This is an optimization exercise on Yosys and OpenROAD, whose aim is small area, a short achievable clock period and few clock cycles, not a production implementation.
In this exercise RTL edits were held to simulation tests only and were not proved equivalent to the original.
No activity file was given, so power comes from the tool's default toggle rates.

[flow/config.mk]
export PLATFORM = sky130hd
export DESIGN_NAME = mulDivUnit
export DESIGN_NICKNAME = mulDivUnit
export VERILOG_FILES = /design/flow/design.v
export SDC_FILE = /design/flow/constraint.sdc
export NUM_CORES = 4
export LEC_CHECK = 0
export CAP_MARGIN = 20
export CORE_MARGIN = 2
export CORE_UTILIZATION = 40
export SLEW_MARGIN = 20
[flow/constraint.sdc]
create_clock -name core_clock -period 5.5 [get_ports {Clock}]
set_input_delay 1.1000 -clock core_clock [delete_from_list [all_inputs] [get_ports {Clock}]]
set_output_delay 1.1000 -clock core_clock [all_outputs]
set_load 0.01 [all_outputs]
[flow/design.v]
`timescale 1ns/1ps
`default_nettype none
package mulDivPkg;
	typedef enum logic {
		OpMul = 1'b0,
		OpDiv = 1'b1
	} mulDivOp;
	typedef struct packed {
		logic cyc;
		logic stb;
		logic we;
		logic [4:0] adr;
		logic [32-1:0] datW;
	} wbReq;
	typedef struct packed {
		logic [32-1:0] datR;
		logic ack;
	} wbRsp;
	typedef struct packed {
		logic [32-1:0] hi;
		logic [32-1:0] lo;
	} hiLo;
endpackage
`default_nettype wire
`timescale 1ns/1ps
`default_nettype none
module mulDivUnit (
	input  logic Clock,
	input  logic rstN,
	input  logic wbCyc,
	input  logic wbStb,
	input  logic wbWe,
	input  logic [4:0] wbAdr,
	input  logic [32-1:0] wbDatW,
	output logic [32-1:0] wbDatR,
	output logic wbAck
);
	localparam int W = 32;
	localparam logic [2:0] SIdle = 3'd0;
	localparam logic [2:0] SMul = 3'd1;
	localparam logic [2:0] SDiv = 3'd2;
	localparam logic [2:0] SFix1 = 3'd3;
	localparam logic [2:0] SFix2 = 3'd4;
	logic [W-1:0] opA;
	logic [W-1:0] opB;
	logic [W+1:0] hi;      
	logic [W-1:0] lo;      
	logic [W-1:0] dvs;     
	logic booth;           
	logic negA;            
	logic negQ;            
	logic exact;           
	logic divZero;
	logic [2:0] state;
	logic [4:0] count;
	logic req;
	logic wr;
	logic [2:0] word;
	logic start;
	logic last;
	logic busy;
	assign req = wbCyc && wbStb;
	assign wr = req && wbWe;
	assign word = wbAdr[4:2];
	assign wbAck = req;
	assign busy = (state != SIdle);
	assign start = wr && (word == 3'd2) && !busy;
	always_comb begin
		case (state)
			SMul: last = (count[3:0] == 4'd15);
			SDiv: last = (count == 5'd31) && !negA && !dvs[W-1];
			SFix2: last = 1'b1;
			default: last = 1'b0;
		endcase
	end
	always_comb begin
		case (word)
			3'd0: wbDatR = opA;
			3'd1: wbDatR = opB;
			3'd3: wbDatR = {{(W-2){1'b0}}, divZero, busy && !last};
			3'd4: wbDatR = lo;
			3'd5: wbDatR = hi[W-1:0];
			default: wbDatR = '0;
		endcase
	end
	logic [W+1:0] x;
	logic [W+1:0] y;
	logic inv;
	logic cin;
	logic [W+1:0] sum;
	logic useSum;
	logic [W+1:0] r;
	logic bTwo;
	logic bNeg;
	logic bZero;
	assign bTwo = (lo[1] && !lo[0] && !booth) || (!lo[1] && lo[0] && booth);
	assign bNeg = lo[1] && !(lo[0] && booth);
	assign bZero = (lo[1] == lo[0]) && (lo[0] == booth);
	always_comb begin
		x = '0;
		y = {{2{dvs[W-1]}}, dvs};
		inv = 1'b0;
		cin = 1'b0;
		useSum = 1'b1;
		case (state)
			SMul: begin
				x = hi;
				if (bTwo) y = {dvs[W-1], dvs, 1'b0};
				inv = bNeg;
				cin = bNeg;
				useSum = !bZero;
			end
			SDiv: begin
				x = {1'b0, hi[W-1:0], lo[W-1] ^ negA};
				inv = !dvs[W-1];
				cin = !dvs[W-1];
				useSum = !sum[W+1];
			end
			SFix1: begin
				x = {2'b0, hi[W-1:0]};
				inv = !dvs[W-1];
				cin = !dvs[W-1];
			end
			SFix2: begin
				y = {2'b0, lo};
				cin = negQ ^ exact;
			end
			default: ;
		endcase
	end
	assign sum = x + (y ^ {(W+2){inv}}) + {{(W+1){1'b0}}, cin};
	assign r = useSum ? sum : x;
	always_ff @(posedge Clock) begin
		if (!rstN) begin
			state <= SIdle;
			count <= '0;
			hi <= '0;
			lo <= '0;
			divZero <= 1'b0;
			exact <= 1'b0;
		end else begin
			case (state)
				SIdle: begin
					if (start) begin
						hi <= '0;
						count <= '0;
						exact <= 1'b0;
						if (!wbDatW[0]) begin
							lo <= opA;
							divZero <= 1'b0;
							state <= SMul;
						end else if (opB == '0) begin
							lo <= '0;
							divZero <= 1'b1;
						end else begin
							lo <= opA;
							divZero <= 1'b0;
							state <= SDiv;
						end
					end
				end
				SMul: begin
					hi <= {{2{r[W+1]}}, r[W+1:2]};
					lo <= {r[1:0], lo[W-1:2]};
					count <= count + 1'b1;
					if (last) state <= SIdle;
				end
				SDiv: begin
					hi <= {2'b0, r[W-1:0]};
					lo <= {lo[W-2:0], useSum ^ negQ};
					count <= count + 1'b1;
					if (count == 5'd31) begin
						if (negA) state <= SFix1;
						else if (dvs[W-1]) state <= SFix2;
						else state <= SIdle;
					end
				end
				SFix1: begin
					exact <= negA && (sum[W-1:0] == '1);
					hi <= {2'b0, hi[W-1:0] ^ {W{negA}}};
					state <= SFix2;
				end
				SFix2: begin
					lo <= sum[W-1:0];
					if (exact) hi <= '0;
					state <= SIdle;
				end
				default: state <= SIdle;
			endcase
		end
	end
	always_ff @(posedge Clock) begin
		if (state == SIdle) begin
			booth <= 1'b0;
			if (start) begin
				dvs <= opB;
				negA <= opA[W-1];
				negQ <= opA[W-1] ^ opB[W-1];
			end
		end else if (state == SMul) begin
			booth <= lo[1];
		end
	end
	always_ff @(posedge Clock) begin
		if (!rstN) begin
			opA <= '0;
			opB <= '0;
		end else begin
			if (wr && word == 3'd0) opA <= wbDatW;
			if (wr && word == 3'd1) opB <= wbDatW;
		end
	end
endmodule
`default_nettype wire
[flow/run.sh]
#!/bin/bash
# synth_recipe.tcl (not shown) runs the flow's synth.tcl, then flattens the netlist and writes it again
# the make line also repeats each setting of config.mk as NAME=value (left out here)
make -C /OpenROAD-flow-scripts/flow DESIGN_CONFIG=/design/flow/config.mk WORK_HOME=/design/flow/orfs CLKGATE_MAP_FILE= SYNTH_SCRIPT=/design/flow/synth_recipe.tcl finish
==> metrics.md <==
| Metric | Value |
|---|---|
| Outcome | `no timing/DRC/antenna violations` |
| Drt pass-1 iters | `8` |
| Post-synth top area share | `23.14%` |
| Hold Vio Cnt, Final | `0` |
| Root Driver | `clkbuf_16` |
| Core Area | `29720 um2` |
| Startpoint Class | `flop` |
| Clk latency of the worst-skew pair | `0.45 ns` |
| Syn Std Cell Area | `12110 um2` |
| Synth Warn # | `1` |
| PwrDens | `362.9 nW/um2` |
| Final TNS setup | `0 ns` |
| Bufs and invs on worst path | `3` |
| Crit share post-route | `96.65%` |
| Netlist cell types | `80` |
| Die ar. | `31690 um2` |
| Top cells by area, synth | `dfxtp_1, edfxtp_1, nand2_1` |
| Placed wire-length estimate | `32090 um` |
| Fill cells | `2940` |
| WL final | `43630 um` |
| Pwr Total | `0.005046 W` |
| Multi-input gate area | `7719 um2` |
| Syn Nets | `1582` |
| Cells after Synth | `1501` |
| Grt ovf | `0` |
| Nature of the critical path endpoint | `flop` |
| Async SR Flop Fraction | `0%` |
| Initial Util | `40.76%` |
| DRT iter0 DRCs | `1513` |
| Clock transition at the registers of the reported paths | `0.07 ns` |
| Worst endpoint data arrival time | `5.71 ns` |
| Flop2flop setup slack | `0.18 ns` |
| Placed cell count | `1899` |
| ANT cells | `0` |
| H-tree levels | `4` |
| Tot GR Track Use | `27.54%` |
| Largest net degree at the start of global routing | `89` |
| Clk pwr share | `25.4%` |
| Most frequent cell after synthesis | `nand2_1` |
| Die W | `178.0 um` |
| Complex-gate fraction of the synthesized area | `35.22%` |
| Buffers on Ports | `72` |
| Post-synthesis adder-cell area fraction | `4.153%` |
| Layout cells sized above 1 | `8.177%` |
| CP max-delay cell | `or4_1` |
| Worst stage delay on the critical path | `0.55 ns` |
| Top FF cell, synth | `dfxtp_1` |
| IO Pins | `75` |
| Fin. max-slew vios | `0` |
| CTS tree | `built` |
| Global-route wire length before repair | `66980 um` |
| Number of remaining DRC errors | `0` |
| Synth Area in XOR/XNOR | `4.700%` |
| Finish-stage setup viols | `0` |
| Relative slew slack | `28.39%` |
| Post-Layout Cell Count | `1931` |
| WS Path Type | `flop to flop` |
| Vias per inst | `6.344` |
| Largest family of logic cells by synthesized area | `compound AO/OA/AOI/OAI gates` |
| Area leader, netlist | `dfxtp_1` |
| CP Max Fanout | `30` |
| Vias in the first global route | `11300` |
| Sw Ratio | `41.24%` |
| Post-DRT Antenna Nets | `0` |
| Clock sink count | `174` |
| CTS buffer count | `17` |
| Final nets | `1609` |
| CTS Hold Bufs | `0` |
| Switch Pwr | `0.002081 W` |
| Clock buffer depth | `2` |
| Peak VDD IR | `227.0 uV` |
| Leak | `5.295 nW` |
| EDFF count, synth | `34` |
| Measured slew at the worst slew-check pin | `1.066 ns` |
| Max Cap Viol | `0` |
| Syn avg cell area | `8.069 um2` |
| Wirelength per Cell | `22.60 um` |
| Hold Path Stages | `1` |
| Area grow syn2layout | `14.82%` |
| Reg power frac | `35.0%` |
| Die Ht | `178.0 um` |
| Worst min path class | `flop to flop` |
| Yosys reg bits | `174` |
| DR vias | `12250` |
| Stages on worst setup path | `19` |
| Reg area | `3824 um2` |
| Critical Path RT | `5.89 ns` |
| Synth Area in Simple Gates | `16.80%` |
| Initial antenna violation count | `0` |
| Logic pwr share | `39.6%` |
| Site Rows | `63` |
| Fmax | `0.1881 GHz` |
| Sequential area share after synthesis | `31.57%` |
| Reg2reg path depth | `19` |
| RSZ-0062 raised after global routing | `no` |
| Final min period | `5.316 ns` |
| CP delay by family, top | `simple AND/OR/NAND/NOR gates` |
| Routability cong. | `0.9310` |
| Clk_skew | `0.008582 ns` |
| Post-synth top cells | `nand2_1, a21oi_1, dfxtp_1, clkbuf_1, nor2_1` |
| Crit-path cells | `inv_1 -> ha_1 -> mux2i_1 -> nor2_2 -> buf_4 -> nor2_2 -> buf_4 -> a21oi_1 -> xnor2_1 -> ha_1 -> a21oi_1 -> o21ai_0 -> o21ai_0 -> o21ai_1 -> xor2_1 -> nand4_1 -> or4_1 -> or4_1 -> nand2_1` |
| Mux cell area share after synthesis | `2.345%` |
| Internal power | `0.002965 W` |
kinds of logic after synthesis:
family	count (synthesis)
AO/OA/AOI/OAI	601
AND/OR/NAND/NOR	449
flip-flops	174
buffers and inverters	146
XOR/XNOR	65
adder cells (fa/ha/maj)	39
multiplexers	27
repair_timing:
action	in CTS	in global routing
resized for setup	0	2
setup endpoints to repair	0	1
buffers inserted	0	0
endpoints found under the hold margin	0	0
layout make-up:
type	count	share of cell area (%)
well taps	390	3.509
clock inverters	15	1.323
repair buffers	133	8.547
clock buffers	17	3.059
multi-input cells	1181	55.50
flip-flops and latches	174	27.49
inverters	21	0.5668
sequential cells by signal, indices dropped and copies added (netlist names):
signal,flops
divZero,1
state,3
count,5
hi,33
negQ,1
lo,32
opA,32
negA,1
booth,1
dvs,32
opB,32
exact,1
final timing paths:
path / start / endpoint
max reg2reg: lo[1] / exact
max: lo[1] / exact
min reg2reg: count[3] / count[3]
min: count[3] / count[3]
placed cells by master (no fill, tap or decap), types with 6 or more instances in the layout:
master           synthesis  layout
nand2_1                211     209
a21oi_1                144     144
dfxtp_1                140     140
nor2_1                  96      92
a22o_1                  88      88
o21ai_0                 74      74
clkdlybuf4s50_1          0      71
a21boi_0                66      66
buf_4                    3      61
xnor2_1                 48      47
ha_1                    37      37
a221o_1                 34      34
edfxtp_1                34      34
and2_1                  34      32
mux2i_1                 25      25
a211oi_1                21      21
inv_1                   20      20
a221oi_1                20      20
o221ai_1                19      19
nand3_1                 18      18
o21a_1                  18      18
xor2_1                  17      17
clkbuf_16                0      17
a22oi_1                 15      15
nand4_1                 15      15
a31oi_1                 15      15
nor3_1                  16      13
o22ai_1                 11      11
nor4_1                  11      11
o211ai_1                10      10
a222oi_1                10      10
nor2b_1                 11       9
o211a_1                  8       8
nand2b_1                 7       7
and3_1                   6       6
o21bai_1                 6       6
o31a_1                   6       6
routing by layer:
layer	vias up	global-route usage (%)	share of wire [%]
li1	5686	-	-
met5	-	0	0
met4	0	7.855	2.6
met3	68	4.774	8.9
met1	5848	39.49	45
met2	649	42.31	43
power groups by stage:
stage / registers [W] / logic, W / clock network [W]
detailed placement: 0.00178 / 0.00193 / 0
CTS: 0.00175 / 0.00194 / 0.00129
global route: 0.00178 / 0.00215 / 0.00134
floorplan: 0.00166 / 0.00132 / 0
global placement: 0.00177 / 0.00192 / 0
finish: 0.00177 / 0.00200 / 0.00128
through the flow:
step | area [um2] | util, % | worst slack, ns | hold slack [ns]
CTS | 13890 | 46.73 | 0.3200 | 0.4702
floorplan | 12110 | - | 0.6885 | 0.4236
detailed placement | 13280 | 44.68 | 0.3563 | 0.4568
global route | 13910 | 46.80 | 0.02293 | 0.4907
finish | 13910 | 46.80 | 0.1842 | 0.4662
global placement | 13280 | 44.68 | 0.4219 | 0.4531
Testbench counts, summed over its fixed seeds: cycles 38,341.

-- separate check: timing with driven ports --
No port has a modelled driver above. Below, the same layout with a new extraction and two added sets of constraints.
Step 1 assumes that a clkbuf_16 drives the clock port and a buf_2 every other input.
Step 2 times the ports against the registers' clock, not the clock port: input delays grow and output delays shrink by t, the midpoint of the rising clock arrivals with the driver on.
a / b / c = ideal / step 1 / step 2; a / b = the first two.
t (ns): 0.487
setup slack, ns: 0.184 / 0.184 / 0.184
worst setup path at the end: register to register
worst slew at a driven data input, ns: 0.06
pins driven straight from the clock port: 1
After both steps setup and hold are still met in this run. For this run, drivers alone change the setup slack by 0.000 ns; drivers and shift together by 0.000 ns.
